Background: an optimization exercise with open tools, aiming at small area, a short achievable clock period and few clock cycles. Do not read the settings as production practice.
Function was not checked in any run shown here: the RTL went through the layout flow alone.
No activity file was given, so power comes from the tool's default toggle rates.

## flow/design.v (module list and top-level ports; edited modules follow where they fit)
// module conv_loader: 15 lines
// module frame_ram: 20 lines
// module conv_fa: 11 lines
// module conv_ha: 10 lines
// module conv_engine: 2532 lines
// module conv2d_top: 170 lines
module conv2d_top
(
    input  logic        i_clk,
    input  logic        i_rst,
    input  logic [9:0]  i_pix,      
    input  logic [9:0]  i_wgt,      
    output logic [26:0] o_out,      
    output logic        o_busy
);
  // ...
==> flow/run.sh <==
#!/bin/bash
# synth_recipe.tcl (not shown) runs the flow's synth.tcl, then flattens the netlist and writes it again
# the make line also repeats each setting of config.mk as NAME=value (left out here)
make -C /OpenROAD-flow-scripts/flow DESIGN_CONFIG=/design/flow/config.mk WORK_HOME=/design/flow/orfs CLKGATE_MAP_FILE= SYNTH_SCRIPT=/design/flow/synth_recipe.tcl finish
==> flow/config.mk <==
export PLATFORM = sky130hd
export DESIGN_NAME = conv2d_top
export DESIGN_NICKNAME = conv2d_top
export VERILOG_FILES = /design/flow/design.v
export SDC_FILE = /design/flow/constraint.sdc
export NUM_CORES = 4
export LEC_CHECK = 0
export CAP_MARGIN = 20
export CORE_MARGIN = 2
export CORE_UTILIZATION = 40
export SETUP_SLACK_MARGIN = 4.6
export SLEW_MARGIN = 20
export SYNTH_HIERARCHICAL = 1
export SYNTH_MINIMUM_KEEP_SIZE = 0
==> flow/constraint.sdc <==
create_clock -name core_clock -period 8.0 [get_ports {i_clk}]
set_input_delay 1.6000 -clock core_clock [delete_from_list [all_inputs] [get_ports {i_clk}]]
set_output_delay 1.6000 -clock core_clock [all_outputs]
set_load 0.01 [all_outputs]
==> impl_metrics.csv, run 1 <==
group,metric,value,unit
run_status,status,"timing/DRC/antenna clean",
die,die_area,69600,µm²
synthesis,synth_seq_area_share,0.383,
worst_setup_path,cp.arrival,4.10,ns
global_route,grt_pass1_wl,120000,µm
sta,max_clock_freq,281,MHz
finish,final_common_cell,"and3_1",
global_route,grt_overflow_total,0,
worst_setup_path,cp-startpoint,"u_loader.ker_q[38]",
synthesis,synth.avg_cell_area,14.3,µm²
die,rows,95,
detailed_routing,met1_length,32200,µm
min_path,hp-class,"reg2reg",
finish,multi_input_area,16800,µm²
synthesis,yosys-mux-area-fraction,0.00570,
power,p_sw,2820,µW
synthesis,synthTopCellsByCount,"fa_1, and3_1, edfxtp_1",
finish,seq_cell_count,404,
detailed_routing,viasPerCell,5.79,
clock_tree,cts_max_level,2,
global_route,met2_usage,0.391,
clock_tree,cts_hold_buf,0,
power,pg_comb,3140,µW
worst_setup_path,r2r.worst_path.cells,6,
finish,inverters,27,
detailed_routing,first_pass_iters,5,
sta,setup_tns,0,ns
finish,utilization,0.487,
die,pin_count,50,
==> inputs of run 2 (changes only) <==
--- a/flow/design.v
+++ b/flow/design.v
@@ -1098,16 +1098,142 @@
     logic s1468, c1469;
     logic s1470, c1471;
     logic s1472, c1473;
     logic s1474, c1475;
     logic s1476, c1477;
     logic s1478, c1479;
     logic s1480, c1481;
     logic s1482, c1483;
+    logic q4_s960;
+    logic q4_s966;
+    logic q4_s1216;
+    logic q4_s1376;
+    logic q4_s1218;
+    logic q4_s1220;
+    logic q4_c1377;
+    logic q4_s1378;
+    logic q4_s1380;
+    logic q4_c1379;
+    logic q4_c1381;
+    logic q4_s1382;
+    logic q4_s1384;
+    logic q4_s1386;
+    logic q4_s1238;
+    logic q4_c1383;
+    logic q4_c1385;
+    logic q4_c1387;
+    logic q4_s1388;
+    logic q4_s1390;
+    logic q4_s1392;
+    logic q4_s1394;
+    logic q4_s1250;
+    logic q4_c1389;
+    logic q4_c1391;
+    logic q4_c1393;
+    logic q4_c1395;
+    logic q4_s1396;
+    logic q4_s1398;
+    logic q4_s1400;
+    logic q4_s1402;
+    logic q4_s1264;
+    logic q4_s1266;
+    logic q4_c1397;
+    logic q4_c1399;
+    logic q4_c1401;
+    logic q4_c1403;
+    logic q4_s1404;
+    logic q4_s1406;
+    logic q4_s1408;
+    logic q4_s1410;
+    logic q4_s1412;
+    logic q4_s1414;
+    logic q4_s1284;
+    logic q4_c1405;
+    logic q4_c1407;
+    logic q4_c1409;
+    logic q4_c1411;
+    logic q4_c1413;
+    logic q4_c1415;
+    logic q4_s1416;
+    logic q4_s1418;
+    logic q4_s1420;
+    logic q4_s1422;
+    logic q4_s1424;
+    logic q4_s1426;
+    logic q4_s1304;
+    logic q4_c1417;
+    logic q4_c1419;
+    logic q4_c1421;
+    logic q4_c1423;
+    logic q4_c1425;
+    logic q4_c1427;
+    logic q4_s1428;
+    logic q4_s1430;
+    logic q4_s1432;
+    logic q4_s1434;
+    logic q4_s1436;
+    logic q4_s1438;
+    logic q4_s1320;
+    logic q4_s1322;
+    logic q4_c1429;
+    logic q4_c1431;
+    logic q4_c1433;
+    logic q4_c1435;
+    logic q4_c1437;
+    logic q4_c1439;
+    logic q4_s1440;
+    logic q4_s1442;
+    logic q4_s1444;
+    logic q4_s1446;
+    logic q4_s1448;
+    logic q4_s1450;
+    logic q4_c1441;
+    logic q4_c1443;
+    logic q4_c1445;
+    logic q4_c1447;
+    logic q4_c1449;
+    logic q4_c1451;
+    logic q4_s1452;
+    logic q4_s1454;
+    logic q4_s1456;
+    logic q4_s1458;
+    logic q4_s1460;
+    logic q4_s1350;
+    logic q4_c1453;
+    logic q4_c1455;
+    logic q4_c1457;
+    logic q4_c1459;
+    logic q4_c1461;
+    logic q4_s1462;
+    logic q4_s1464;
+    logic q4_s1466;
+    logic q4_s1468;
+    logic q4_c1463;
+    logic q4_c1465;
+    logic q4_c1467;
+    logic q4_c1469;
+    logic q4_s1470;
+    logic q4_s1472;
+    logic q4_s1474;
+    logic q4_c1471;
+    logic q4_c1473;
+    logic q4_c1475;
+    logic q4_s1476;
+    logic q4_s1478;
+    logic q4_s1370;
+    logic q4_s1372;
+    logic q4_c1477;
+    logic q4_c1479;
+    logic q4_s1480;
+    logic q4_c1373;
+    logic q4_s1374;
+    logic q4_c1481;
+    logic q4_s1482;
+    logic q4_c1483;
     logic s1484, c1485;
     logic s1486, c1487;
     logic s1488, c1489;
     logic s1490, c1491;
     logic s1492, c1493;
     logic s1494, c1495;
     logic s1496, c1497;
     logic s1498, c1499;
@@ -1134,106 +1260,16 @@
     logic s1540, c1541;
     logic s1542, c1543;
     logic s1544, c1545;
     logic s1546, c1547;
     logic s1548, c1549;
     logic s1550, c1551;
     logic s1552, c1553;
     logic s1554, c1555;
-    logic q5_s960;
-    logic q5_s966;
-    logic q5_s1216;
-    logic q5_s1484;
-    logic q5_c1485;
-    logic q5_s1486;
-    logic q5_c1487;
-    logic q5_s1488;
-    logic q5_s1490;
-    logic q5_c1489;
-    logic q5_c1491;
-    logic q5_s1492;
-    logic q5_s1494;
-    logic q5_s1392;
-    logic q5_s1394;
-    logic q5_c1493;
-    logic q5_c1495;
-    logic q5_s1496;
-    logic q5_s1498;
-    logic q5_s1500;
-    logic q5_s1402;
-    logic q5_c1497;
-    logic q5_c1499;
-    logic q5_c1501;
-    logic q5_s1502;
-    logic q5_s1504;
-    logic q5_s1506;
-    logic q5_s1412;
-    logic q5_s1414;
-    logic q5_c1503;
-    logic q5_c1505;
-    logic q5_c1507;
-    logic q5_s1508;
-    logic q5_s1510;
-    logic q5_s1512;
-    logic q5_s1514;
-    logic q5_s1426;
-    logic q5_c1509;
-    logic q5_c1511;
-    logic q5_c1513;
-    logic q5_c1515;
-    logic q5_s1516;
-    logic q5_s1518;
-    logic q5_s1520;
-    logic q5_s1522;
-    logic q5_s1436;
-    logic q5_s1438;
-    logic q5_c1517;
-    logic q5_c1519;
-    logic q5_c1521;
-    logic q5_c1523;
-    logic q5_s1524;
-    logic q5_s1526;
-    logic q5_s1528;
-    logic q5_s1530;
-    logic q5_c1525;
-    logic q5_c1527;
-    logic q5_c1529;
-    logic q5_c1531;
-    logic q5_s1532;
-    logic q5_s1534;
-    logic q5_s1536;
-    logic q5_s1538;
-    logic q5_c1533;
-    logic q5_c1535;
-    logic q5_c1537;
-    logic q5_c1539;
-    logic q5_s1540;
-    logic q5_s1542;
-    logic q5_s1544;
-    logic q5_c1541;
-    logic q5_c1543;
-    logic q5_c1545;
-    logic q5_s1546;
-    logic q5_s1548;
-    logic q5_s1474;
-    logic q5_c1547;
-    logic q5_c1549;
-    logic q5_s1550;
-    logic q5_s1552;
-    logic q5_s1478;
-    logic q5_c1551;
-    logic q5_c1553;
-    logic q5_s1554;
-    logic q5_c1479;
-    logic q5_s1480;
-    logic q5_c1555;
-    logic q5_c1481;
-    logic q5_s1482;
-    logic q5_c1483;
     logic s1556, c1557;
     logic s1558, c1559;
     logic s1560, c1561;
     logic s1562, c1563;
     logic s1564, c1565;
     logic s1566, c1567;
     logic s1568, c1569;
     logic s1570, c1571;
@@ -1281,60 +1317,57 @@
     logic s1654, c1655;
     logic s1656, c1657;
     logic s1658, c1659;
     logic s1660, c1661;
     logic s1662, c1663;
     logic s1664, c1665;
     logic s1666, c1667;
     logic s1668, c1669;
+    logic q9_q4_s960;
+    logic q9_q4_s966;
+    logic q9_q4_s1216;
+    logic q9_s1484;
+    logic q9_c1485;
+    logic q9_s1486;
+    logic q9_s1556;
+    logic q9_s1602;
+    logic q9_s1636;
+    logic q9_c1637;
+    logic q9_s1638;
+    logic q9_s1658;
+    logic q9_c1659;
+    logic q9_s1660;
+    logic q9_c1661;
+    logic q9_s1662;
+    logic q9_s1644;
+    logic q9_c1663;
+    logic q9_s1664;
+    logic q9_c1665;
+    logic q9_s1666;
+    logic q9_s1648;
+    logic q9_c1667;
+    logic q9_c1649;
+    logic q9_s1650;
+    logic q9_s1668;
+    logic q9_c1669;
+    logic q9_c1653;
+    logic q9_s1654;
+    logic q9_c1655;
+    logic q9_s1656;
+    logic q9_s1634;
+    logic q9_c1657;
+    logic q9_c1635;
     logic s1670, c1671;
     logic s1672, c1673;
     logic s1674, c1675;
     logic s1676, c1677;
     logic s1678, c1679;
     logic s1680, c1681;
     logic s1682, c1683;
-    logic s1684, c1685;
-    logic q10_q5_s960;
-    logic q10_q5_s966;
-    logic q10_q5_s1216;
-    logic q10_q5_s1484;
-    logic q10_q5_c1485;
-    logic q10_q5_s1486;
-    logic q10_s1658;
-    logic q10_q5_s1490;
-    logic q10_c1659;
-    logic q10_s1660;
-    logic q10_c1661;
-    logic q10_s1662;
-    logic q10_c1663;
-    logic q10_s1664;
-    logic q10_c1665;
-    logic q10_s1666;
-    logic q10_c1667;
-    logic q10_s1668;
-    logic q10_c1669;
-    logic q10_s1670;
-    logic q10_c1671;
-    logic q10_s1672;
-    logic q10_c1673;
-    logic q10_s1674;
-    logic q10_c1675;
-    logic q10_s1676;
-    logic q10_c1677;
-    logic q10_s1678;
-    logic q10_c1679;
-    logic q10_s1680;
-    logic q10_c1681;
-    logic q10_s1682;
-    logic q10_c1683;
-    logic q10_s1684;
-    logic q10_c1685;
-    logic q10_c1657;
     assign pp0 = i_win[0] & i_kernel[0] & i_keep[0];
     assign pp1 = i_win[0] & i_kernel[1] & i_keep[0];
     assign pp2 = i_win[0] & i_kernel[2] & i_keep[0];
     assign pp3 = i_win[0] & i_kernel[3] & i_keep[0];
     assign pp4 = i_win[0] & i_kernel[4] & i_keep[0];
     assign pp5 = i_win[0] & i_kernel[5] & i_keep[0];
     assign pp6 = i_win[0] & i_kernel[6] & i_keep[0];
     assign pp7 = ~(i_win[0] & i_kernel[7] & i_keep[0]);
@@ -2359,247 +2392,280 @@
     conv_fa u_s1470 (.i_a(c1353), .i_b(c1355), .i_c(c1357), .o_s(s1470), .o_c(c1471));
     conv_fa u_s1472 (.i_a(c1359), .i_b(c1361), .i_c(s1362), .o_s(s1472), .o_c(c1473));
     conv_fa u_s1474 (.i_a(s1364), .i_b(s1366), .i_c(s1368), .o_s(s1474), .o_c(c1475));
     conv_fa u_s1476 (.i_a(s1210), .i_b(s1212), .i_c(c1363), .o_s(s1476), .o_c(c1477));
     conv_fa u_s1478 (.i_a(c1365), .i_b(c1367), .i_c(c1369), .o_s(s1478), .o_c(c1479));
     conv_fa u_s1480 (.i_a(c1213), .i_b(s1214), .i_c(c1371), .o_s(s1480), .o_c(c1481));
     assign s1482 = ~(c1215 ^ c1375);
     assign c1483 = c1215 | c1375;
-    conv_fa u_s1484 (.i_a(s1218), .i_b(s1220), .i_c(s1376), .o_s(s1484), .o_c(c1485));
-    conv_fa u_s1486 (.i_a(c1377), .i_b(s1378), .i_c(s1380), .o_s(s1486), .o_c(c1487));
-    conv_fa u_s1488 (.i_a(s1238), .i_b(c1379), .i_c(c1381), .o_s(s1488), .o_c(c1489));
-    conv_fa u_s1490 (.i_a(s1382), .i_b(s1384), .i_c(s1386), .o_s(s1490), .o_c(c1491));
-    conv_fa u_s1492 (.i_a(s1250), .i_b(c1383), .i_c(c1385), .o_s(s1492), .o_c(c1493));
-    conv_fa u_s1494 (.i_a(c1387), .i_b(s1388), .i_c(s1390), .o_s(s1494), .o_c(c1495));
-    conv_fa u_s1496 (.i_a(s1264), .i_b(s1266), .i_c(c1389), .o_s(s1496), .o_c(c1497));
-    conv_fa u_s1498 (.i_a(c1391), .i_b(c1393), .i_c(c1395), .o_s(s1498), .o_c(c1499));
-    conv_fa u_s1500 (.i_a(s1396), .i_b(s1398), .i_c(s1400), .o_s(s1500), .o_c(c1501));
-    conv_fa u_s1502 (.i_a(s1284), .i_b(c1397), .i_c(c1399), .o_s(s1502), .o_c(c1503));
-    conv_fa u_s1504 (.i_a(c1401), .i_b(c1403), .i_c(s1404), .o_s(s1504), .o_c(c1505));
-    conv_fa u_s1506 (.i_a(s1406), .i_b(s1408), .i_c(s1410), .o_s(s1506), .o_c(c1507));
-    conv_fa u_s1508 (.i_a(s1304), .i_b(c1405), .i_c(c1407), .o_s(s1508), .o_c(c1509));
-    conv_fa u_s1510 (.i_a(c1409), .i_b(c1411), .i_c(c1413), .o_s(s1510), .o_c(c1511));
-    conv_fa u_s1512 (.i_a(c1415), .i_b(s1416), .i_c(s1418), .o_s(s1512), .o_c(c1513));
-    conv_fa u_s1514 (.i_a(s1420), .i_b(s1422), .i_c(s1424), .o_s(s1514), .o_c(c1515));
-    conv_fa u_s1516 (.i_a(s1320), .i_b(s1322), .i_c(c1417), .o_s(s1516), .o_c(c1517));
-    conv_fa u_s1518 (.i_a(c1419), .i_b(c1421), .i_c(c1423), .o_s(s1518), .o_c(c1519));
-    conv_fa u_s1520 (.i_a(c1425), .i_b(c1427), .i_c(s1428), .o_s(s1520), .o_c(c1521));
-    conv_fa u_s1522 (.i_a(s1430), .i_b(s1432), .i_c(s1434), .o_s(s1522), .o_c(c1523));
-    conv_fa u_s1524 (.i_a(c1429), .i_b(c1431), .i_c(c1433), .o_s(s1524), .o_c(c1525));
-    conv_fa u_s1526 (.i_a(c1435), .i_b(c1437), .i_c(c1439), .o_s(s1526), .o_c(c1527));
-    conv_fa u_s1528 (.i_a(s1440), .i_b(s1442), .i_c(s1444), .o_s(s1528), .o_c(c1529));
-    conv_fa u_s1530 (.i_a(s1446), .i_b(s1448), .i_c(s1450), .o_s(s1530), .o_c(c1531));
-    conv_fa u_s1532 (.i_a(s1350), .i_b(c1441), .i_c(c1443), .o_s(s1532), .o_c(c1533));
-    conv_fa u_s1534 (.i_a(c1445), .i_b(c1447), .i_c(c1449), .o_s(s1534), .o_c(c1535));
-    conv_fa u_s1536 (.i_a(c1451), .i_b(s1452), .i_c(s1454), .o_s(s1536), .o_c(c1537));
-    conv_fa u_s1538 (.i_a(s1456), .i_b(s1458), .i_c(s1460), .o_s(s1538), .o_c(c1539));
-    conv_fa u_s1540 (.i_a(c1453), .i_b(c1455), .i_c(c1457), .o_s(s1540), .o_c(c1541));
-    conv_fa u_s1542 (.i_a(c1459), .i_b(c1461), .i_c(s1462), .o_s(s1542), .o_c(c1543));
-    conv_fa u_s1544 (.i_a(s1464), .i_b(s1466), .i_c(s1468), .o_s(s1544), .o_c(c1545));
-    conv_fa u_s1546 (.i_a(c1463), .i_b(c1465), .i_c(c1467), .o_s(s1546), .o_c(c1547));
-    conv_fa u_s1548 (.i_a(c1469), .i_b(s1470), .i_c(s1472), .o_s(s1548), .o_c(c1549));
-    conv_fa u_s1550 (.i_a(s1370), .i_b(s1372), .i_c(c1471), .o_s(s1550), .o_c(c1551));
-    conv_fa u_s1552 (.i_a(c1473), .i_b(c1475), .i_c(s1476), .o_s(s1552), .o_c(c1553));
-    conv_fa u_s1554 (.i_a(c1373), .i_b(s1374), .i_c(c1477), .o_s(s1554), .o_c(c1555));
-    always_ff @(posedge i_clk) q5_s960 <= s960;
-    always_ff @(posedge i_clk) q5_s966 <= s966;
-    always_ff @(posedge i_clk) q5_s1216 <= s1216;
-    always_ff @(posedge i_clk) q5_s1484 <= s1484;
-    always_ff @(posedge i_clk) q5_c1485 <= c1485;
-    always_ff @(posedge i_clk) q5_s1486 <= s1486;
-    always_ff @(posedge i_clk) q5_c1487 <= c1487;
-    always_ff @(posedge i_clk) q5_s1488 <= s1488;
-    always_ff @(posedge i_clk) q5_s1490 <= s1490;
-    always_ff @(posedge i_clk) q5_c1489 <= c1489;
-    always_ff @(posedge i_clk) q5_c1491 <= c1491;
-    always_ff @(posedge i_clk) q5_s1492 <= s1492;
-    always_ff @(posedge i_clk) q5_s1494 <= s1494;
-    always_ff @(posedge i_clk) q5_s1392 <= s1392;
-    always_ff @(posedge i_clk) q5_s1394 <= s1394;
-    always_ff @(posedge i_clk) q5_c1493 <= c1493;
-    always_ff @(posedge i_clk) q5_c1495 <= c1495;
-    always_ff @(posedge i_clk) q5_s1496 <= s1496;
-    always_ff @(posedge i_clk) q5_s1498 <= s1498;
-    always_ff @(posedge i_clk) q5_s1500 <= s1500;
-    always_ff @(posedge i_clk) q5_s1402 <= s1402;
-    always_ff @(posedge i_clk) q5_c1497 <= c1497;
-    always_ff @(posedge i_clk) q5_c1499 <= c1499;
-    always_ff @(posedge i_clk) q5_c1501 <= c1501;
-    always_ff @(posedge i_clk) q5_s1502 <= s1502;
-    always_ff @(posedge i_clk) q5_s1504 <= s1504;
-    always_ff @(posedge i_clk) q5_s1506 <= s1506;
-    always_ff @(posedge i_clk) q5_s1412 <= s1412;
-    always_ff @(posedge i_clk) q5_s1414 <= s1414;
-    always_ff @(posedge i_clk) q5_c1503 <= c1503;
-    always_ff @(posedge i_clk) q5_c1505 <= c1505;
-    always_ff @(posedge i_clk) q5_c1507 <= c1507;
-    always_ff @(posedge i_clk) q5_s1508 <= s1508;
-    always_ff @(posedge i_clk) q5_s1510 <= s1510;
-    always_ff @(posedge i_clk) q5_s1512 <= s1512;
-    always_ff @(posedge i_clk) q5_s1514 <= s1514;
-    always_ff @(posedge i_clk) q5_s1426 <= s1426;
-    always_ff @(posedge i_clk) q5_c1509 <= c1509;
-    always_ff @(posedge i_clk) q5_c1511 <= c1511;
-    always_ff @(posedge i_clk) q5_c1513 <= c1513;
-    always_ff @(posedge i_clk) q5_c1515 <= c1515;
-    always_ff @(posedge i_clk) q5_s1516 <= s1516;
-    always_ff @(posedge i_clk) q5_s1518 <= s1518;
-    always_ff @(posedge i_clk) q5_s1520 <= s1520;
-    always_ff @(posedge i_clk) q5_s1522 <= s1522;
-    always_ff @(posedge i_clk) q5_s1436 <= s1436;
-    always_ff @(posedge i_clk) q5_s1438 <= s1438;
-    always_ff @(posedge i_clk) q5_c1517 <= c1517;
-    always_ff @(posedge i_clk) q5_c1519 <= c1519;
-    always_ff @(posedge i_clk) q5_c1521 <= c1521;
-    always_ff @(posedge i_clk) q5_c1523 <= c1523;
-    always_ff @(posedge i_clk) q5_s1524 <= s1524;
-    always_ff @(posedge i_clk) q5_s1526 <= s1526;
-    always_ff @(posedge i_clk) q5_s1528 <= s1528;
-    always_ff @(posedge i_clk) q5_s1530 <= s1530;
-    always_ff @(posedge i_clk) q5_c1525 <= c1525;
-    always_ff @(posedge i_clk) q5_c1527 <= c1527;
-    always_ff @(posedge i_clk) q5_c1529 <= c1529;
-    always_ff @(posedge i_clk) q5_c1531 <= c1531;
-    always_ff @(posedge i_clk) q5_s1532 <= s1532;
-    always_ff @(posedge i_clk) q5_s1534 <= s1534;
-    always_ff @(posedge i_clk) q5_s1536 <= s1536;
-    always_ff @(posedge i_clk) q5_s1538 <= s1538;
-    always_ff @(posedge i_clk) q5_c1533 <= c1533;
-    always_ff @(posedge i_clk) q5_c1535 <= c1535;
-    always_ff @(posedge i_clk) q5_c1537 <= c1537;
-    always_ff @(posedge i_clk) q5_c1539 <= c1539;
-    always_ff @(posedge i_clk) q5_s1540 <= s1540;
-    always_ff @(posedge i_clk) q5_s1542 <= s1542;
-    always_ff @(posedge i_clk) q5_s1544 <= s1544;
-    always_ff @(posedge i_clk) q5_c1541 <= c1541;
-    always_ff @(posedge i_clk) q5_c1543 <= c1543;
-    always_ff @(posedge i_clk) q5_c1545 <= c1545;
-    always_ff @(posedge i_clk) q5_s1546 <= s1546;
-    always_ff @(posedge i_clk) q5_s1548 <= s1548;
-    always_ff @(posedge i_clk) q5_s1474 <= s1474;
-    always_ff @(posedge i_clk) q5_c1547 <= c1547;
-    always_ff @(posedge i_clk) q5_c1549 <= c1549;
-    always_ff @(posedge i_clk) q5_s1550 <= s1550;
-    always_ff @(posedge i_clk) q5_s1552 <= s1552;
-    always_ff @(posedge i_clk) q5_s1478 <= s1478;
-    always_ff @(posedge i_clk) q5_c1551 <= c1551;
-    always_ff @(posedge i_clk) q5_c1553 <= c1553;
-    always_ff @(posedge i_clk) q5_s1554 <= s1554;
-    always_ff @(posedge i_clk) q5_c1479 <= c1479;
-    always_ff @(posedge i_clk) q5_s1480 <= s1480;
-    always_ff @(posedge i_clk) q5_c1555 <= c1555;
-    always_ff @(posedge i_clk) q5_c1481 <= c1481;
-    always_ff @(posedge i_clk) q5_s1482 <= s1482;
-    always_ff @(posedge i_clk) q5_c1483 <= c1483;
-    conv_ha u_s1556 (.i_a(q5_c1509), .i_b(q5_c1511), .o_s(s1556), .o_c(c1557));
-    conv_fa u_s1558 (.i_a(q5_c1497), .i_b(q5_c1499), .i_c(q5_c1501), .o_s(s1558), .o_c(c1559));
-    conv_fa u_s1560 (.i_a(q5_c1503), .i_b(q5_c1505), .i_c(q5_c1507), .o_s(s1560), .o_c(c1561));
-    conv_ha u_s1562 (.i_a(q5_s1508), .i_b(q5_s1510), .o_s(s1562), .o_c(c1563));
-    conv_fa u_s1564 (.i_a(q5_c1513), .i_b(q5_c1515), .i_c(q5_s1516), .o_s(s1564), .o_c(c1565));
-    conv_fa u_s1566 (.i_a(q5_s1518), .i_b(q5_s1520), .i_c(q5_s1522), .o_s(s1566), .o_c(c1567));
-    conv_ha u_s1568 (.i_a(q5_s1436), .i_b(q5_s1438), .o_s(s1568), .o_c(c1569));
-    conv_fa u_s1570 (.i_a(q5_c1517), .i_b(q5_c1519), .i_c(q5_c1521), .o_s(s1570), .o_c(c1571));
-    conv_fa u_s1572 (.i_a(q5_c1523), .i_b(q5_s1524), .i_c(q5_s1526), .o_s(s1572), .o_c(c1573));
-    conv_fa u_s1574 (.i_a(q5_s1528), .i_b(q5_s1530), .i_c(c1557), .o_s(s1574), .o_c(c1575));
-    conv_fa u_s1576 (.i_a(q5_c1525), .i_b(q5_c1527), .i_c(q5_c1529), .o_s(s1576), .o_c(c1577));
-    conv_fa u_s1578 (.i_a(q5_c1531), .i_b(q5_s1532), .i_c(q5_s1534), .o_s(s1578), .o_c(c1579));
-    conv_ha u_s1580 (.i_a(q5_s1536), .i_b(q5_s1538), .o_s(s1580), .o_c(c1581));
-    conv_fa u_s1582 (.i_a(q5_c1533), .i_b(q5_c1535), .i_c(q5_c1537), .o_s(s1582), .o_c(c1583));
-    conv_fa u_s1584 (.i_a(q5_c1539), .i_b(q5_s1540), .i_c(q5_s1542), .o_s(s1584), .o_c(c1585));
-    conv_fa u_s1586 (.i_a(q5_c1541), .i_b(q5_c1543), .i_c(q5_c1545), .o_s(s1586), .o_c(c1587));
-    conv_fa u_s1588 (.i_a(q5_c1489), .i_b(q5_c1491), .i_c(q5_s1492), .o_s(s1588), .o_c(c1589));
-    conv_fa u_s1590 (.i_a(q5_c1493), .i_b(q5_c1495), .i_c(q5_s1496), .o_s(s1590), .o_c(c1591));
-    conv_ha u_s1592 (.i_a(q5_s1498), .i_b(q5_s1500), .o_s(s1592), .o_c(c1593));
-    conv_fa u_s1594 (.i_a(q5_s1502), .i_b(q5_s1504), .i_c(q5_s1506), .o_s(s1594), .o_c(c1595));
-    conv_fa u_s1596 (.i_a(q5_s1412), .i_b(q5_s1414), .i_c(s1558), .o_s(s1596), .o_c(c1597));
-    conv_fa u_s1598 (.i_a(q5_s1512), .i_b(q5_s1514), .i_c(q5_s1426), .o_s(s1598), .o_c(c1599));
-    conv_fa u_s1600 (.i_a(c1559), .i_b(s1560), .i_c(s1562), .o_s(s1600), .o_c(c1601));
-    conv_fa u_s1602 (.i_a(c1561), .i_b(c1563), .i_c(s1564), .o_s(s1602), .o_c(c1603));
-    conv_fa u_s1604 (.i_a(s1566), .i_b(s1568), .i_c(s1556), .o_s(s1604), .o_c(c1605));
-    conv_fa u_s1606 (.i_a(c1565), .i_b(c1567), .i_c(c1569), .o_s(s1606), .o_c(c1607));
-    conv_fa u_s1608 (.i_a(s1570), .i_b(s1572), .i_c(s1574), .o_s(s1608), .o_c(c1609));
-    conv_fa u_s1610 (.i_a(c1571), .i_b(c1573), .i_c(s1576), .o_s(s1610), .o_c(c1611));
-    conv_fa u_s1612 (.i_a(s1578), .i_b(s1580), .i_c(c1575), .o_s(s1612), .o_c(c1613));
-    conv_fa u_s1614 (.i_a(q5_s1544), .i_b(c1577), .i_c(c1579), .o_s(s1614), .o_c(c1615));
-    conv_fa u_s1616 (.i_a(c1581), .i_b(s1582), .i_c(s1584), .o_s(s1616), .o_c(c1617));
-    conv_fa u_s1618 (.i_a(q5_s1546), .i_b(q5_s1548), .i_c(q5_s1474), .o_s(s1618), .o_c(c1619));
-    conv_fa u_s1620 (.i_a(c1583), .i_b(c1585), .i_c(s1586), .o_s(s1620), .o_c(c1621));
-    conv_fa u_s1622 (.i_a(q5_c1547), .i_b(q5_c1549), .i_c(q5_s1550), .o_s(s1622), .o_c(c1623));
-    conv_fa u_s1624 (.i_a(q5_s1552), .i_b(q5_s1478), .i_c(c1587), .o_s(s1624), .o_c(c1625));
-    conv_fa u_s1626 (.i_a(q5_c1551), .i_b(q5_c1553), .i_c(q5_s1554), .o_s(s1626), .o_c(c1627));
-    conv_ha u_s1628 (.i_a(q5_c1479), .i_b(q5_s1480), .o_s(s1628), .o_c(c1629));
-    conv_ha u_s1630 (.i_a(q5_c1555), .i_b(q5_c1481), .o_s(s1630), .o_c(c1631));
-    conv_ha u_s1632 (.i_a(q5_s1494), .i_b(q5_s1392), .o_s(s1632), .o_c(c1633));
-    conv_fa u_s1634 (.i_a(q5_s1402), .i_b(c1589), .i_c(s1590), .o_s(s1634), .o_c(c1635));
-    conv_fa u_s1636 (.i_a(c1591), .i_b(c1593), .i_c(s1594), .o_s(s1636), .o_c(c1637));
-    conv_fa u_s1638 (.i_a(c1595), .i_b(s1598), .i_c(c1597), .o_s(s1638), .o_c(c1639));
-    conv_fa u_s1640 (.i_a(c1599), .i_b(c1601), .i_c(s1602), .o_s(s1640), .o_c(c1641));
-    conv_fa u_s1642 (.i_a(c1603), .i_b(c1605), .i_c(s1606), .o_s(s1642), .o_c(c1643));
-    conv_fa u_s1644 (.i_a(c1607), .i_b(s1610), .i_c(c1609), .o_s(s1644), .o_c(c1645));
-    conv_fa u_s1646 (.i_a(c1611), .i_b(s1614), .i_c(s1616), .o_s(s1646), .o_c(c1647));
-    conv_fa u_s1648 (.i_a(s1618), .i_b(c1615), .i_c(c1617), .o_s(s1648), .o_c(c1649));
-    conv_fa u_s1650 (.i_a(c1619), .i_b(s1622), .i_c(c1621), .o_s(s1650), .o_c(c1651));
-    conv_fa u_s1652 (.i_a(c1623), .i_b(s1626), .i_c(s1628), .o_s(s1652), .o_c(c1653));
-    conv_fa u_s1654 (.i_a(q5_s1482), .i_b(c1627), .i_c(c1629), .o_s(s1654), .o_c(c1655));
-    assign s1656 = ~q5_c1483;
-    assign c1657 = q5_c1483;
-    conv_ha u_s1658 (.i_a(q5_c1487), .i_b(q5_s1488), .o_s(s1658), .o_c(c1659));
-    conv_fa u_s1660 (.i_a(q5_s1394), .i_b(s1632), .i_c(s1588), .o_s(s1660), .o_c(c1661));
-    conv_fa u_s1662 (.i_a(c1633), .i_b(s1592), .i_c(s1634), .o_s(s1662), .o_c(c1663));
-    conv_fa u_s1664 (.i_a(c1635), .i_b(s1636), .i_c(s1596), .o_s(s1664), .o_c(c1665));
-    conv_fa u_s1666 (.i_a(c1637), .i_b(s1600), .i_c(s1638), .o_s(s1666), .o_c(c1667));
-    conv_fa u_s1668 (.i_a(s1604), .i_b(c1639), .i_c(s1640), .o_s(s1668), .o_c(c1669));
-    conv_fa u_s1670 (.i_a(c1641), .i_b(s1642), .i_c(s1608), .o_s(s1670), .o_c(c1671));
-    conv_fa u_s1672 (.i_a(c1643), .i_b(s1612), .i_c(s1644), .o_s(s1672), .o_c(c1673));
-    conv_fa u_s1674 (.i_a(s1646), .i_b(c1613), .i_c(c1645), .o_s(s1674), .o_c(c1675));
-    conv_fa u_s1676 (.i_a(s1620), .i_b(c1647), .i_c(s1648), .o_s(s1676), .o_c(c1677));
-    conv_fa u_s1678 (.i_a(s1624), .i_b(c1649), .i_c(s1650), .o_s(s1678), .o_c(c1679));
-    conv_fa u_s1680 (.i_a(s1652), .i_b(c1625), .i_c(c1651), .o_s(s1680), .o_c(c1681));
-    conv_fa u_s1682 (.i_a(s1630), .i_b(c1653), .i_c(s1654), .o_s(s1682), .o_c(c1683));
-    conv_fa u_s1684 (.i_a(s1656), .i_b(c1631), .i_c(c1655), .o_s(s1684), .o_c(c1685));
-    always_ff @(posedge i_clk) q10_q5_s960 <= q5_s960;
-    always_ff @(posedge i_clk) q10_q5_s966 <= q5_s966;
-    always_ff @(posedge i_clk) q10_q5_s1216 <= q5_s1216;
-    always_ff @(posedge i_clk) q10_q5_s1484 <= q5_s1484;
-    always_ff @(posedge i_clk) q10_q5_c1485 <= q5_c1485;
-    always_ff @(posedge i_clk) q10_q5_s1486 <= q5_s1486;
-    always_ff @(posedge i_clk) q10_s1658 <= s1658;
-    always_ff @(posedge i_clk) q10_q5_s1490 <= q5_s1490;
-    always_ff @(posedge i_clk) q10_c1659 <= c1659;
-    always_ff @(posedge i_clk) q10_s1660 <= s1660;
-    always_ff @(posedge i_clk) q10_c1661 <= c1661;
-    always_ff @(posedge i_clk) q10_s1662 <= s1662;
-    always_ff @(posedge i_clk) q10_c1663 <= c1663;
-    always_ff @(posedge i_clk) q10_s1664 <= s1664;
-    always_ff @(posedge i_clk) q10_c1665 <= c1665;
-    always_ff @(posedge i_clk) q10_s1666 <= s1666;
-    always_ff @(posedge i_clk) q10_c1667 <= c1667;
-    always_ff @(posedge i_clk) q10_s1668 <= s1668;
-    always_ff @(posedge i_clk) q10_c1669 <= c1669;
-    always_ff @(posedge i_clk) q10_s1670 <= s1670;
-    always_ff @(posedge i_clk) q10_c1671 <= c1671;
-    always_ff @(posedge i_clk) q10_s1672 <= s1672;
-    always_ff @(posedge i_clk) q10_c1673 <= c1673;
-    always_ff @(posedge i_clk) q10_s1674 <= s1674;
-    always_ff @(posedge i_clk) q10_c1675 <= c1675;
-    always_ff @(posedge i_clk) q10_s1676 <= s1676;
-    always_ff @(posedge i_clk) q10_c1677 <= c1677;
-    always_ff @(posedge i_clk) q10_s1678 <= s1678;
-    always_ff @(posedge i_clk) q10_c1679 <= c1679;
-    always_ff @(posedge i_clk) q10_s1680 <= s1680;
-    always_ff @(posedge i_clk) q10_c1681 <= c1681;
-    always_ff @(posedge i_clk) q10_s1682 <= s1682;
-    always_ff @(posedge i_clk) q10_c1683 <= c1683;
-    always_ff @(posedge i_clk) q10_s1684 <= s1684;
-    always_ff @(posedge i_clk) q10_c1685 <= c1685;
-    always_ff @(posedge i_clk) q10_c1657 <= c1657;
+    always_ff @(posedge i_clk) q4_s960 <= s960;
+    always_ff @(posedge i_clk) q4_s966 <= s966;
+    always_ff @(posedge i_clk) q4_s1216 <= s1216;
+    always_ff @(posedge i_clk) q4_s1376 <= s1376;
+    always_ff @(posedge i_clk) q4_s1218 <= s1218;
+    always_ff @(posedge i_clk) q4_s1220 <= s1220;
+    always_ff @(posedge i_clk) q4_c1377 <= c1377;
+    always_ff @(posedge i_clk) q4_s1378 <= s1378;
+    always_ff @(posedge i_clk) q4_s1380 <= s1380;
+    always_ff @(posedge i_clk) q4_c1379 <= c1379;
+    always_ff @(posedge i_clk) q4_c1381 <= c1381;
+    always_ff @(posedge i_clk) q4_s1382 <= s1382;
+    always_ff @(posedge i_clk) q4_s1384 <= s1384;
+    always_ff @(posedge i_clk) q4_s1386 <= s1386;
+    always_ff @(posedge i_clk) q4_s1238 <= s1238;
+    always_ff @(posedge i_clk) q4_c1383 <= c1383;
+    always_ff @(posedge i_clk) q4_c1385 <= c1385;
+    always_ff @(posedge i_clk) q4_c1387 <= c1387;
+    always_ff @(posedge i_clk) q4_s1388 <= s1388;
+    always_ff @(posedge i_clk) q4_s1390 <= s1390;
+    always_ff @(posedge i_clk) q4_s1392 <= s1392;
+    always_ff @(posedge i_clk) q4_s1394 <= s1394;
+    always_ff @(posedge i_clk) q4_s1250 <= s1250;
+    always_ff @(posedge i_clk) q4_c1389 <= c1389;
+    always_ff @(posedge i_clk) q4_c1391 <= c1391;
+    always_ff @(posedge i_clk) q4_c1393 <= c1393;
+    always_ff @(posedge i_clk) q4_c1395 <= c1395;
+    always_ff @(posedge i_clk) q4_s1396 <= s1396;
+    always_ff @(posedge i_clk) q4_s1398 <= s1398;
+    always_ff @(posedge i_clk) q4_s1400 <= s1400;
+    always_ff @(posedge i_clk) q4_s1402 <= s1402;
+    always_ff @(posedge i_clk) q4_s1264 <= s1264;
+    always_ff @(posedge i_clk) q4_s1266 <= s1266;
+    always_ff @(posedge i_clk) q4_c1397 <= c1397;
+    always_ff @(posedge i_clk) q4_c1399 <= c1399;
+    always_ff @(posedge i_clk) q4_c1401 <= c1401;
+    always_ff @(posedge i_clk) q4_c1403 <= c1403;
+    always_ff @(posedge i_clk) q4_s1404 <= s1404;
+    always_ff @(posedge i_clk) q4_s1406 <= s1406;
+    always_ff @(posedge i_clk) q4_s1408 <= s1408;
+    always_ff @(posedge i_clk) q4_s1410 <= s1410;
+    always_ff @(posedge i_clk) q4_s1412 <= s1412;
+    always_ff @(posedge i_clk) q4_s1414 <= s1414;
+    always_ff @(posedge i_clk) q4_s1284 <= s1284;
+    always_ff @(posedge i_clk) q4_c1405 <= c1405;
+    always_ff @(posedge i_clk) q4_c1407 <= c1407;
+    always_ff @(posedge i_clk) q4_c1409 <= c1409;
+    always_ff @(posedge i_clk) q4_c1411 <= c1411;
+    always_ff @(posedge i_clk) q4_c1413 <= c1413;
+    always_ff @(posedge i_clk) q4_c1415 <= c1415;
+    always_ff @(posedge i_clk) q4_s1416 <= s1416;
+    always_ff @(posedge i_clk) q4_s1418 <= s1418;
+    always_ff @(posedge i_clk) q4_s1420 <= s1420;
+    always_ff @(posedge i_clk) q4_s1422 <= s1422;
+    always_ff @(posedge i_clk) q4_s1424 <= s1424;
+    always_ff @(posedge i_clk) q4_s1426 <= s1426;
+    always_ff @(posedge i_clk) q4_s1304 <= s1304;
+    always_ff @(posedge i_clk) q4_c1417 <= c1417;
+    always_ff @(posedge i_clk) q4_c1419 <= c1419;
+    always_ff @(posedge i_clk) q4_c1421 <= c1421;
+    always_ff @(posedge i_clk) q4_c1423 <= c1423;
+    always_ff @(posedge i_clk) q4_c1425 <= c1425;
+    always_ff @(posedge i_clk) q4_c1427 <= c1427;
+    always_ff @(posedge i_clk) q4_s1428 <= s1428;
+    always_ff @(posedge i_clk) q4_s1430 <= s1430;
+    always_ff @(posedge i_clk) q4_s1432 <= s1432;
+    always_ff @(posedge i_clk) q4_s1434 <= s1434;
+    always_ff @(posedge i_clk) q4_s1436 <= s1436;
+    always_ff @(posedge i_clk) q4_s1438 <= s1438;
+    always_ff @(posedge i_clk) q4_s1320 <= s1320;
+    always_ff @(posedge i_clk) q4_s1322 <= s1322;
+    always_ff @(posedge i_clk) q4_c1429 <= c1429;
+    always_ff @(posedge i_clk) q4_c1431 <= c1431;
+    always_ff @(posedge i_clk) q4_c1433 <= c1433;
+    always_ff @(posedge i_clk) q4_c1435 <= c1435;
+    always_ff @(posedge i_clk) q4_c1437 <= c1437;
+    always_ff @(posedge i_clk) q4_c1439 <= c1439;
+    always_ff @(posedge i_clk) q4_s1440 <= s1440;
+    always_ff @(posedge i_clk) q4_s1442 <= s1442;
+    always_ff @(posedge i_clk) q4_s1444 <= s1444;
+    always_ff @(posedge i_clk) q4_s1446 <= s1446;
+    always_ff @(posedge i_clk) q4_s1448 <= s1448;
+    always_ff @(posedge i_clk) q4_s1450 <= s1450;
+    always_ff @(posedge i_clk) q4_c1441 <= c1441;
+    always_ff @(posedge i_clk) q4_c1443 <= c1443;
+    always_ff @(posedge i_clk) q4_c1445 <= c1445;
+    always_ff @(posedge i_clk) q4_c1447 <= c1447;
+    always_ff @(posedge i_clk) q4_c1449 <= c1449;
+    always_ff @(posedge i_clk) q4_c1451 <= c1451;
+    always_ff @(posedge i_clk) q4_s1452 <= s1452;
+    always_ff @(posedge i_clk) q4_s1454 <= s1454;
+    always_ff @(posedge i_clk) q4_s1456 <= s1456;
+    always_ff @(posedge i_clk) q4_s1458 <= s1458;
+    always_ff @(posedge i_clk) q4_s1460 <= s1460;
+    always_ff @(posedge i_clk) q4_s1350 <= s1350;
+    always_ff @(posedge i_clk) q4_c1453 <= c1453;
+    always_ff @(posedge i_clk) q4_c1455 <= c1455;
+    always_ff @(posedge i_clk) q4_c1457 <= c1457;
+    always_ff @(posedge i_clk) q4_c1459 <= c1459;
+    always_ff @(posedge i_clk) q4_c1461 <= c1461;
+    always_ff @(posedge i_clk) q4_s1462 <= s1462;
+    always_ff @(posedge i_clk) q4_s1464 <= s1464;
+    always_ff @(posedge i_clk) q4_s1466 <= s1466;
+    always_ff @(posedge i_clk) q4_s1468 <= s1468;
+    always_ff @(posedge i_clk) q4_c1463 <= c1463;
+    always_ff @(posedge i_clk) q4_c1465 <= c1465;
+    always_ff @(posedge i_clk) q4_c1467 <= c1467;
+    always_ff @(posedge i_clk) q4_c1469 <= c1469;
+    always_ff @(posedge i_clk) q4_s1470 <= s1470;
+    always_ff @(posedge i_clk) q4_s1472 <= s1472;
+    always_ff @(posedge i_clk) q4_s1474 <= s1474;
+    always_ff @(posedge i_clk) q4_c1471 <= c1471;
+    always_ff @(posedge i_clk) q4_c1473 <= c1473;
+    always_ff @(posedge i_clk) q4_c1475 <= c1475;
+    always_ff @(posedge i_clk) q4_s1476 <= s1476;
+    always_ff @(posedge i_clk) q4_s1478 <= s1478;
+    always_ff @(posedge i_clk) q4_s1370 <= s1370;
+    always_ff @(posedge i_clk) q4_s1372 <= s1372;
+    always_ff @(posedge i_clk) q4_c1477 <= c1477;
+    always_ff @(posedge i_clk) q4_c1479 <= c1479;
+    always_ff @(posedge i_clk) q4_s1480 <= s1480;
+    always_ff @(posedge i_clk) q4_c1373 <= c1373;
+    always_ff @(posedge i_clk) q4_s1374 <= s1374;
+    always_ff @(posedge i_clk) q4_c1481 <= c1481;
+    always_ff @(posedge i_clk) q4_s1482 <= s1482;
+    always_ff @(posedge i_clk) q4_c1483 <= c1483;
+    conv_fa u_s1484 (.i_a(q4_s1376), .i_b(q4_s1218), .i_c(q4_s1220), .o_s(s1484), .o_c(c1485));
+    conv_fa u_s1486 (.i_a(q4_c1377), .i_b(q4_s1378), .i_c(q4_s1380), .o_s(s1486), .o_c(c1487));
+    conv_fa u_s1488 (.i_a(q4_c1379), .i_b(q4_c1381), .i_c(q4_s1382), .o_s(s1488), .o_c(c1489));
+    conv_fa u_s1490 (.i_a(q4_s1384), .i_b(q4_s1386), .i_c(q4_s1238), .o_s(s1490), .o_c(c1491));
+    conv_fa u_s1492 (.i_a(q4_c1383), .i_b(q4_c1385), .i_c(q4_c1387), .o_s(s1492), .o_c(c1493));
+    conv_fa u_s1494 (.i_a(q4_s1388), .i_b(q4_s1390), .i_c(q4_s1392), .o_s(s1494), .o_c(c1495));
+    conv_fa u_s1496 (.i_a(q4_c1389), .i_b(q4_c1391), .i_c(q4_c1393), .o_s(s1496), .o_c(c1497));
+    conv_fa u_s1498 (.i_a(q4_c1395), .i_b(q4_s1396), .i_c(q4_s1398), .o_s(s1498), .o_c(c1499));
+    conv_fa u_s1500 (.i_a(q4_s1400), .i_b(q4_s1402), .i_c(q4_s1264), .o_s(s1500), .o_c(c1501));
+    conv_fa u_s1502 (.i_a(q4_c1397), .i_b(q4_c1399), .i_c(q4_c1401), .o_s(s1502), .o_c(c1503));
+    conv_fa u_s1504 (.i_a(q4_c1403), .i_b(q4_s1404), .i_c(q4_s1406), .o_s(s1504), .o_c(c1505));
+    conv_fa u_s1506 (.i_a(q4_s1408), .i_b(q4_s1410), .i_c(q4_s1412), .o_s(s1506), .o_c(c1507));
+    conv_fa u_s1508 (.i_a(q4_c1405), .i_b(q4_c1407), .i_c(q4_c1409), .o_s(s1508), .o_c(c1509));
+    conv_fa u_s1510 (.i_a(q4_c1411), .i_b(q4_c1413), .i_c(q4_c1415), .o_s(s1510), .o_c(c1511));
+    conv_fa u_s1512 (.i_a(q4_s1416), .i_b(q4_s1418), .i_c(q4_s1420), .o_s(s1512), .o_c(c1513));
+    conv_fa u_s1514 (.i_a(q4_s1422), .i_b(q4_s1424), .i_c(q4_s1426), .o_s(s1514), .o_c(c1515));
+    conv_fa u_s1516 (.i_a(q4_c1417), .i_b(q4_c1419), .i_c(q4_c1421), .o_s(s1516), .o_c(c1517));
+    conv_fa u_s1518 (.i_a(q4_c1423), .i_b(q4_c1425), .i_c(q4_c1427), .o_s(s1518), .o_c(c1519));
+    conv_fa u_s1520 (.i_a(q4_s1428), .i_b(q4_s1430), .i_c(q4_s1432), .o_s(s1520), .o_c(c1521));
+    conv_fa u_s1522 (.i_a(q4_s1434), .i_b(q4_s1436), .i_c(q4_s1438), .o_s(s1522), .o_c(c1523));
+    conv_fa u_s1524 (.i_a(q4_c1429), .i_b(q4_c1431), .i_c(q4_c1433), .o_s(s1524), .o_c(c1525));
+    conv_fa u_s1526 (.i_a(q4_c1435), .i_b(q4_c1437), .i_c(q4_c1439), .o_s(s1526), .o_c(c1527));
+    conv_fa u_s1528 (.i_a(q4_s1440), .i_b(q4_s1442), .i_c(q4_s1444), .o_s(s1528), .o_c(c1529));
+    conv_fa u_s1530 (.i_a(q4_s1446), .i_b(q4_s1448), .i_c(q4_s1450), .o_s(s1530), .o_c(c1531));
+    conv_fa u_s1532 (.i_a(q4_c1441), .i_b(q4_c1443), .i_c(q4_c1445), .o_s(s1532), .o_c(c1533));
+    conv_fa u_s1534 (.i_a(q4_c1447), .i_b(q4_c1449), .i_c(q4_c1451), .o_s(s1534), .o_c(c1535));
+    conv_fa u_s1536 (.i_a(q4_s1452), .i_b(q4_s1454), .i_c(q4_s1456), .o_s(s1536), .o_c(c1537));
+    conv_fa u_s1538 (.i_a(q4_s1458), .i_b(q4_s1460), .i_c(q4_s1350), .o_s(s1538), .o_c(c1539));
+    conv_fa u_s1540 (.i_a(q4_c1453), .i_b(q4_c1455), .i_c(q4_c1457), .o_s(s1540), .o_c(c1541));
+    conv_fa u_s1542 (.i_a(q4_c1459), .i_b(q4_c1461), .i_c(q4_s1462), .o_s(s1542), .o_c(c1543));
+    conv_fa u_s1544 (.i_a(q4_s1464), .i_b(q4_s1466), .i_c(q4_s1468), .o_s(s1544), .o_c(c1545));
+    conv_fa u_s1546 (.i_a(q4_c1463), .i_b(q4_c1465), .i_c(q4_c1467), .o_s(s1546), .o_c(c1547));
+    conv_fa u_s1548 (.i_a(q4_c1469), .i_b(q4_s1470), .i_c(q4_s1472), .o_s(s1548), .o_c(c1549));
+    conv_fa u_s1550 (.i_a(q4_c1471), .i_b(q4_c1473), .i_c(q4_c1475), .o_s(s1550), .o_c(c1551));
+    conv_fa u_s1552 (.i_a(q4_s1476), .i_b(q4_s1478), .i_c(q4_s1370), .o_s(s1552), .o_c(c1553));
+    conv_fa u_s1554 (.i_a(q4_c1477), .i_b(q4_c1479), .i_c(q4_s1480), .o_s(s1554), .o_c(c1555));
+    conv_fa u_s1556 (.i_a(c1487), .i_b(s1488), .i_c(s1490), .o_s(s1556), .o_c(c1557));
+    conv_fa u_s1558 (.i_a(q4_s1394), .i_b(q4_s1250), .i_c(c1489), .o_s(s1558), .o_c(c1559));
+    conv_fa u_s1560 (.i_a(c1491), .i_b(s1492), .i_c(s1494), .o_s(s1560), .o_c(c1561));
+    conv_fa u_s1562 (.i_a(q4_s1266), .i_b(c1493), .i_c(c1495), .o_s(s1562), .o_c(c1563));
+    conv_fa u_s1564 (.i_a(s1496), .i_b(s1498), .i_c(s1500), .o_s(s1564), .o_c(c1565));
+    conv_fa u_s1566 (.i_a(q4_s1414), .i_b(q4_s1284), .i_c(c1497), .o_s(s1566), .o_c(c1567));
+    conv_fa u_s1568 (.i_a(c1499), .i_b(c1501), .i_c(s1502), .o_s(s1568), .o_c(c1569));
+    conv_fa u_s1570 (.i_a(q4_s1304), .i_b(c1503), .i_c(c1505), .o_s(s1570), .o_c(c1571));
+    conv_fa u_s1572 (.i_a(c1507), .i_b(s1508), .i_c(s1510), .o_s(s1572), .o_c(c1573));
+    conv_fa u_s1574 (.i_a(q4_s1320), .i_b(q4_s1322), .i_c(c1509), .o_s(s1574), .o_c(c1575));
+    conv_fa u_s1576 (.i_a(c1511), .i_b(c1513), .i_c(c1515), .o_s(s1576), .o_c(c1577));
+    conv_fa u_s1578 (.i_a(s1516), .i_b(s1518), .i_c(s1520), .o_s(s1578), .o_c(c1579));
+    conv_fa u_s1580 (.i_a(c1517), .i_b(c1519), .i_c(c1521), .o_s(s1580), .o_c(c1581));
+    conv_fa u_s1582 (.i_a(c1523), .i_b(s1524), .i_c(s1526), .o_s(s1582), .o_c(c1583));
+    conv_fa u_s1584 (.i_a(c1525), .i_b(c1527), .i_c(c1529), .o_s(s1584), .o_c(c1585));
+    conv_fa u_s1586 (.i_a(c1531), .i_b(s1532), .i_c(s1534), .o_s(s1586), .o_c(c1587));
+    conv_fa u_s1588 (.i_a(c1533), .i_b(c1535), .i_c(c1537), .o_s(s1588), .o_c(c1589));
+    conv_fa u_s1590 (.i_a(c1539), .i_b(s1540), .i_c(s1542), .o_s(s1590), .o_c(c1591));
+    conv_fa u_s1592 (.i_a(q4_s1474), .i_b(c1541), .i_c(c1543), .o_s(s1592), .o_c(c1593));
+    conv_fa u_s1594 (.i_a(c1545), .i_b(s1546), .i_c(s1548), .o_s(s1594), .o_c(c1595));
+    conv_fa u_s1596 (.i_a(q4_s1372), .i_b(c1547), .i_c(c1549), .o_s(s1596), .o_c(c1597));
+    conv_fa u_s1598 (.i_a(q4_c1373), .i_b(q4_s1374), .i_c(c1551), .o_s(s1598), .o_c(c1599));
+    conv_fa u_s1600 (.i_a(q4_c1481), .i_b(q4_s1482), .i_c(c1555), .o_s(s1600), .o_c(c1601));
+    conv_fa u_s1602 (.i_a(c1557), .i_b(s1558), .i_c(s1560), .o_s(s1602), .o_c(c1603));
+    conv_fa u_s1604 (.i_a(c1559), .i_b(c1561), .i_c(s1562), .o_s(s1604), .o_c(c1605));
+    conv_fa u_s1606 (.i_a(s1504), .i_b(s1506), .i_c(c1563), .o_s(s1606), .o_c(c1607));
+    conv_fa u_s1608 (.i_a(c1565), .i_b(s1566), .i_c(s1568), .o_s(s1608), .o_c(c1609));
+    conv_fa u_s1610 (.i_a(s1512), .i_b(s1514), .i_c(c1567), .o_s(s1610), .o_c(c1611));
+    conv_fa u_s1612 (.i_a(c1569), .i_b(s1570), .i_c(s1572), .o_s(s1612), .o_c(c1613));
+    conv_fa u_s1614 (.i_a(s1522), .i_b(c1571), .i_c(c1573), .o_s(s1614), .o_c(c1615));
+    conv_fa u_s1616 (.i_a(s1574), .i_b(s1576), .i_c(s1578), .o_s(s1616), .o_c(c1617));
+    conv_fa u_s1618 (.i_a(s1528), .i_b(s1530), .i_c(c1575), .o_s(s1618), .o_c(c1619));
+    conv_fa u_s1620 (.i_a(c1577), .i_b(c1579), .i_c(s1580), .o_s(s1620), .o_c(c1621));
+    conv_fa u_s1622 (.i_a(s1536), .i_b(s1538), .i_c(c1581), .o_s(s1622), .o_c(c1623));
+    conv_fa u_s1624 (.i_a(c1583), .i_b(s1584), .i_c(s1586), .o_s(s1624), .o_c(c1625));
+    conv_fa u_s1626 (.i_a(s1544), .i_b(c1585), .i_c(c1587), .o_s(s1626), .o_c(c1627));
+    conv_fa u_s1628 (.i_a(c1589), .i_b(c1591), .i_c(s1592), .o_s(s1628), .o_c(c1629));
+    conv_fa u_s1630 (.i_a(s1550), .i_b(s1552), .i_c(c1593), .o_s(s1630), .o_c(c1631));
+    conv_fa u_s1632 (.i_a(c1553), .i_b(s1554), .i_c(c1597), .o_s(s1632), .o_c(c1633));
+    assign s1634 = ~(q4_c1483 ^ c1601);
+    assign c1635 = q4_c1483 | c1601;
+    conv_fa u_s1636 (.i_a(s1564), .i_b(c1603), .i_c(s1604), .o_s(s1636), .o_c(c1637));
+    conv_fa u_s1638 (.i_a(c1605), .i_b(s1606), .i_c(s1608), .o_s(s1638), .o_c(c1639));
+    conv_fa u_s1640 (.i_a(c1607), .i_b(c1609), .i_c(s1610), .o_s(s1640), .o_c(c1641));
+    conv_fa u_s1642 (.i_a(c1611), .i_b(c1613), .i_c(s1614), .o_s(s1642), .o_c(c1643));
+    conv_fa u_s1644 (.i_a(s1582), .i_b(c1615), .i_c(c1617), .o_s(s1644), .o_c(c1645));
+    conv_fa u_s1646 (.i_a(c1619), .i_b(c1621), .i_c(s1622), .o_s(s1646), .o_c(c1647));
+    conv_fa u_s1648 (.i_a(s1588), .i_b(s1590), .i_c(c1623), .o_s(s1648), .o_c(c1649));
+    conv_fa u_s1650 (.i_a(s1594), .i_b(c1627), .i_c(s1628), .o_s(s1650), .o_c(c1651));
+    conv_fa u_s1652 (.i_a(c1595), .i_b(s1596), .i_c(c1629), .o_s(s1652), .o_c(c1653));
+    conv_fa u_s1654 (.i_a(s1598), .i_b(c1631), .i_c(s1632), .o_s(s1654), .o_c(c1655));
+    conv_fa u_s1656 (.i_a(c1599), .i_b(s1600), .i_c(c1633), .o_s(s1656), .o_c(c1657));
+    conv_fa u_s1658 (.i_a(s1612), .i_b(c1639), .i_c(s1640), .o_s(s1658), .o_c(c1659));
+    conv_fa u_s1660 (.i_a(s1616), .i_b(c1641), .i_c(s1642), .o_s(s1660), .o_c(c1661));
+    conv_fa u_s1662 (.i_a(s1618), .i_b(s1620), .i_c(c1643), .o_s(s1662), .o_c(c1663));
+    conv_fa u_s1664 (.i_a(s1624), .i_b(c1645), .i_c(s1646), .o_s(s1664), .o_c(c1665));
+    conv_fa u_s1666 (.i_a(c1625), .i_b(s1626), .i_c(c1647), .o_s(s1666), .o_c(c1667));
+    conv_fa u_s1668 (.i_a(s1630), .i_b(c1651), .i_c(s1652), .o_s(s1668), .o_c(c1669));
+    always_ff @(posedge i_clk) q9_q4_s960 <= q4_s960;
+    always_ff @(posedge i_clk) q9_q4_s966 <= q4_s966;
+    always_ff @(posedge i_clk) q9_q4_s1216 <= q4_s1216;
+    always_ff @(posedge i_clk) q9_s1484 <= s1484;
+    always_ff @(posedge i_clk) q9_c1485 <= c1485;
+    always_ff @(posedge i_clk) q9_s1486 <= s1486;
+    always_ff @(posedge i_clk) q9_s1556 <= s1556;
+    always_ff @(posedge i_clk) q9_s1602 <= s1602;
+    always_ff @(posedge i_clk) q9_s1636 <= s1636;
+    always_ff @(posedge i_clk) q9_c1637 <= c1637;
+    always_ff @(posedge i_clk) q9_s1638 <= s1638;
+    always_ff @(posedge i_clk) q9_s1658 <= s1658;
+    always_ff @(posedge i_clk) q9_c1659 <= c1659;
+    always_ff @(posedge i_clk) q9_s1660 <= s1660;
+    always_ff @(posedge i_clk) q9_c1661 <= c1661;
+    always_ff @(posedge i_clk) q9_s1662 <= s1662;
+    always_ff @(posedge i_clk) q9_s1644 <= s1644;
+    always_ff @(posedge i_clk) q9_c1663 <= c1663;
+    always_ff @(posedge i_clk) q9_s1664 <= s1664;
+    always_ff @(posedge i_clk) q9_c1665 <= c1665;
+    always_ff @(posedge i_clk) q9_s1666 <= s1666;
+    always_ff @(posedge i_clk) q9_s1648 <= s1648;
+    always_ff @(posedge i_clk) q9_c1667 <= c1667;
+    always_ff @(posedge i_clk) q9_c1649 <= c1649;
+    always_ff @(posedge i_clk) q9_s1650 <= s1650;
+    always_ff @(posedge i_clk) q9_s1668 <= s1668;
+    always_ff @(posedge i_clk) q9_c1669 <= c1669;
+    always_ff @(posedge i_clk) q9_c1653 <= c1653;
+    always_ff @(posedge i_clk) q9_s1654 <= s1654;
+    always_ff @(posedge i_clk) q9_c1655 <= c1655;
+    always_ff @(posedge i_clk) q9_s1656 <= s1656;
+    always_ff @(posedge i_clk) q9_s1634 <= s1634;
+    always_ff @(posedge i_clk) q9_c1657 <= c1657;
+    always_ff @(posedge i_clk) q9_c1635 <= c1635;
+    conv_ha u_s1670 (.i_a(q9_c1661), .i_b(q9_s1662), .o_s(s1670), .o_c(c1671));
+    conv_ha u_s1672 (.i_a(q9_c1663), .i_b(q9_s1664), .o_s(s1672), .o_c(c1673));
+    conv_fa u_s1674 (.i_a(q9_c1665), .i_b(q9_s1666), .i_c(q9_s1648), .o_s(s1674), .o_c(c1675));
+    conv_fa u_s1676 (.i_a(q9_c1667), .i_b(q9_c1649), .i_c(q9_s1650), .o_s(s1676), .o_c(c1677));
+    conv_ha u_s1678 (.i_a(q9_c1669), .i_b(q9_c1653), .o_s(s1678), .o_c(c1679));
+    conv_ha u_s1680 (.i_a(q9_c1655), .i_b(q9_s1656), .o_s(s1680), .o_c(c1681));
+    conv_ha u_s1682 (.i_a(q9_s1634), .i_b(q9_c1657), .o_s(s1682), .o_c(c1683));
     logic [19:0] row_a, row_b;
-    assign row_a = {1'b1, q10_c1685, q10_c1683, q10_c1681, q10_c1679, q10_c1677, q10_c1675, q10_c1673, q10_c1671, q10_c1669, q10_c1667, q10_c1665, q10_c1663, q10_c1661, q10_c1659, q10_s1658, q10_q5_c1485, q10_q5_s1484, q10_q5_s966, q10_q5_s960};
-    assign row_b = {1'b0, q10_c1657, q10_s1684, q10_s1682, q10_s1680, q10_s1678, q10_s1676, q10_s1674, q10_s1672, q10_s1670, q10_s1668, q10_s1666, q10_s1664, q10_s1662, q10_s1660, q10_q5_s1490, q10_q5_s1486, 1'b0, q10_q5_s1216, 1'b0};
+    assign row_a = {1'b1, c1683, c1681, c1679, s1678, c1677, c1675, c1673, c1671, s1670, q9_c1659, q9_s1658, q9_c1637, q9_s1636, q9_s1602, q9_s1556, q9_c1485, q9_s1484, q9_q4_s966, q9_q4_s960};
+    assign row_b = {1'b0, q9_c1635, s1682, s1680, q9_s1654, q9_s1668, s1676, s1674, s1672, q9_s1644, q9_s1660, 1'b0, q9_s1638, 1'b0, 1'b0, 1'b0, q9_s1486, 1'b0, q9_q4_s1216, 1'b0};
     assign o_sum = row_a + row_b;
 endmodule
 module conv2d_top
 (
     input  logic        i_clk,
     input  logic        i_rst,
     input  logic [9:0]  i_pix,      
     input  logic [9:0]  i_wgt,      
==> flow/config.mk (replaced) <==
export PLATFORM = sky130hd
export DESIGN_NAME = conv2d_top
export DESIGN_NICKNAME = conv2d_top
export VERILOG_FILES = /design/flow/design.v
export SDC_FILE = /design/flow/constraint.sdc
export NUM_CORES = 4
export LEC_CHECK = 0
export CAP_MARGIN = 20
export CORE_MARGIN = 2
export CORE_UTILIZATION = 40
export SLEW_MARGIN = 20
export SYNTH_HIERARCHICAL = 1
export SYNTH_MINIMUM_KEEP_SIZE = 0
==> run 2 against run 1 <==
Synthesized cell count is 1.1% higher. Total power is 8.0% higher. Combinational power hardly changed. Register-to-register slack better by 0.25 ns. Die area is 2.3% higher. Routed wire length is 9.4% lower. Critical path type unchanged.
==> impl_metrics.csv, run 2 <==
group,metric,value,unit
power,p_sw,2970,µW
global_route,first_global_vias,17771,
synthesis,ys_top_cells_by_area,"fa_1, edfxtp_1, dfxtp_1",
sta,max_clock_freq,302,MHz
power,p_clk_frac,0.289,
place,place.gp.congestion,0.887,
synthesis,ys_ff_latch,438,
detailed_routing,dr.first_iter.drc_count,1704,
synthesis,synth_seq_area_share,0.399,
die,rows,96,
global_route,use_met1,0.292,
min_path,hp-class,"reg2reg",
worst_setup_path,timing.rr.end,"u_engine.q4_s1426",
detailed_routing,ant_nets,0,
global_route,gr-usage-met3,0.0292,
global_route,met2_usage,0.356,
synthesis,synth.distinct_cells,53,
sta,setup_tns,0,ns
clock_tree,cts_max_level,2,
min_path,hold_depth,0,
clock_tree,clockBufferDepth,3,
run_status,status,"timing/DRC/antenna clean",
finish,final_common_cell,"fa_1",
sta,rsz0062_at_grt,"false",
detailed_routing,routedWlPerCell,26.9,µm
detailed_routing,routed_wl,76700,µm
global_route,grt_antenna_before_repair,3,
finish,nNetsFinal,2524,
synthesis,async_flop_share,0,
power,powerDensity,284,nW/µm²
sta,relSlewSlack,0.336,
place,io_buffers,47,
min_path,hold_start,"u_engine.q4_s1216",
sta,drv_slew,0,
worst_setup_path,required,8.46,ns
sta,setup_violations,0,
finish,top_register,"u_ram.slot",
finish,areaGrowthSynthToFinish,11.3,%
clock_tree,postCtsSetupBuffers,0,
finish,layout_common_cells,"fa_1, and3_1, edfxtp_1",
die,die_area,71200,µm²
detailed_routing,first_pass_iters,5,
power,p_int,5770,µW
place,post-dp-hpwl,60200,µm
die,start_util,0.403,
min_path,hold_path_end,"u_engine.q9_q4_s1216",
sta,tightestPinTransition,0.992,ns
worst_setup_path,rrSetupSlack,4.69,ns
worst_setup_path,rr_startpoint,"keep[1]",
die,core_area,68500,µm²
power,p_sw_frac,0.340,
sta,period_share,0.414,
worst_setup_path,cp.arrival,3.77,ns
clock_tree,clk_pin_slew,0.06,ns
sta,fin_crit,3.31,ns
global_route,busiest_layer,"met2",
clock_tree,root_buffer,"clkbuf_16",
power,seq_power_share,0.352,
detailed_routing,vias,16328,
global_route,grt_util_all_layers,0.222,
synthesis,synth_top_area_share,0.394,
power,p_comb_frac,0.358,
clock_tree,post_cts_resized,0,
synthesis,synth_top_area_cell,"fa_1",
worst_setup_path,cp-start-kind,"flop",
power,p_leak,0.0140,µW
synthesis,syn-num-nets,2507,
sta,hold_viol,0,
sta,whs,0.328,ns
synthesis,synth.avg_cell_area,14.5,µm²
synthesis,synth.most_common_cell,"fa_1",
synthesis,syn_area,27600,µm²
sta,clock_skew,0.0252,ns
job,maxCapViolations,0,
clock_tree,cts_hold_buf,0,
synthesis,synth_warnings,14,
clock_tree,cts_tree,"done",
detailed_routing,drc_errors,0,
worst_setup_path,crit_fanout,64,
detailed_routing,viasPerCell,5.73,
die,die_h,267,µm
power,peakVddDrop,0.196,mV
synthesis,synth-edff-count,224,
synthesis,synthTopCellsByCount,"fa_1, and3_1, edfxtp_1",
synthesis,synth-main-ff-cell,"edfxtp_1",
worst_setup_path,r2r.worst_path.cells,6,
synthesis,synthCells,1908,
finish,top_regs,"u_ram.slot: 144 flops, u_loader.ker_q: 72 flops, out_data: 20 flops",
finish,largest_register_ffs,144,
die,die_w,267,µm
global_route,grt_overflow_total,0,
die,pin_count,50,
worst_setup_path,crit_path_end_kind,"flop",
worst_setup_path,worst-setup-path-type,"reg2reg",
clock_tree,cts_sinks,438,
global_route,grt_start_max_net_pins,73,
clock_tree,cts_inserted_buffers,50,
finish,final_layout_size_suffix_gt1_frac,0.0625,
global_route,grt_pass1_wl,114000,µm
clock_tree,clkLatencyLatePin,0.61,ns
[run 2: changes by cell type after synthesis, moves of 4 or more]
cell / change
dfxtp_1: +34
a21oi_1: -4
nand4_1: +4
ha_1: -7
o21a_1: -4
[run 2: logic make-up (layout without fill, tap and decap cells)]
family,Yosys count,in the layout,synth area share
compound gates,53,53,0.0138
xor+xnor,26,26,0.00824
fa+ha+maj,577,577,0.409
buf+inv,122,181,0.0183
flops,438,438,0.399
mux,15,15,0.00598
other cells,1,3,0.000136
simple gates,676,676,0.146
[run 2: worst max-delay path by stage]
stage | end | cells after the start | slack (ns) | startpoint
after floorplan | u_loader.ker_q[0] | 2 | 3.74 | tail
after global placement | keep[6] | 3 | 4.36 | i_rst
after detailed placement | keep[7] | 3 | 4.31 | i_rst
after CTS | u_engine.q4_s1426 | 6 | 4.71 | keep[1]
after global routing | u_engine.q4_s1450 | 6 | 4.58 | keep[1]
final | u_engine.q4_s1426 | 6 | 4.69 | keep[1]
[run 2: per-layer routing]
metal	part of all wire	vias up	routed length, µm
met5	0	-	0
met4	0.065	0	5010
met3	0.066	169	5090
met2	0.48	810	36900
met1	0.39	8660	29700
li1	-	6689	-
[run 2: critical path, cell delays in order, from the launching register on]
cell     delay (ns)
dfxtp_1        0.36
buf_4          0.45
and3_1         0.27
fa_1           0.46
fa_1           0.55
fa_1           0.59
fa_1           0.46
[run 2: power by group through the flow]
stage               clock (µW)  combinational, µW  sequential (µW)
finish                    2530               3130             3080
global route              2670               3530             3120
CTS                       2580               3210             3080
detailed placement           0               3200             3130
global placement             0               3120             3110
floorplan                    0               1930             3040
[run 2: cell type report]
cell class                      count  area [µm²]
Clock buffer                       61        1390
Timing Repair Buffer               57         547
Clock inverter                     33         459
Inverter                           30         113
Tap cell                          882        1100
Fill cell                        6018       37700
Multi-Input combinational cell   1348       16100
Sequential cell                   438       11000
Antenna cell                        2        5.00
[run 2: Yosys stat by module (local to each module, per instance)]
module / area, µm² / cells / times used
conv_engine: 7830 / 917 / 1
conv2d_top: 2360 / 226 / 1
frame_ram: 4320 / 144 / 1
conv_ha: 12.5 / 1 / 5
conv_loader: 2160 / 72 / 1
conv_fa: 20.0 / 1 / 544
[run 2: stage by stage]
stage               area, µm²   util  std cells  setup WS (ns)  total power, µW
detailed placement      28900  0.422       2755           4.31             6330
floorplan               27600      -       1908           3.74             4970
global placement        28900  0.422       2754           4.36             6230
global route            30700  0.449       2849           4.58             9310
CTS                     30700  0.449       2849           4.71             8870
finish                  30700  0.449       2851           4.69             8730

## separate check: timing with driven ports
How much do the figures lean on ideal ports? The routed layouts below were timed once more, with nothing changed but the port constraints.
Step 1 sets driving cells, clkbuf_16 on the clock port and buf_2 on the other inputs (assumed; they add their load-dependent delay and slew).
Step 2, shift: input delay + t, output delay - t, t = (earliest + latest rising clock arrival at the registers) / 2. This alone moves slack from input paths to output paths.
Three values: ideal, step 1, step 2; two values: the first two.
run | t (ns) | setup slack, ns | worst register clock-pin slew, ns
run 1 | 0.644 | 4.437 / 4.437 / 4.437 | 0.07 / 0.07
run 2 | 0.661 | 4.687 / 4.687 / 4.348 | 0.07 / 0.07
After both steps setup and hold are still met in every run listed. The setup slack of run 2, which loses most, moves by 0.000 ns with the drivers and by -0.339 ns with both steps.
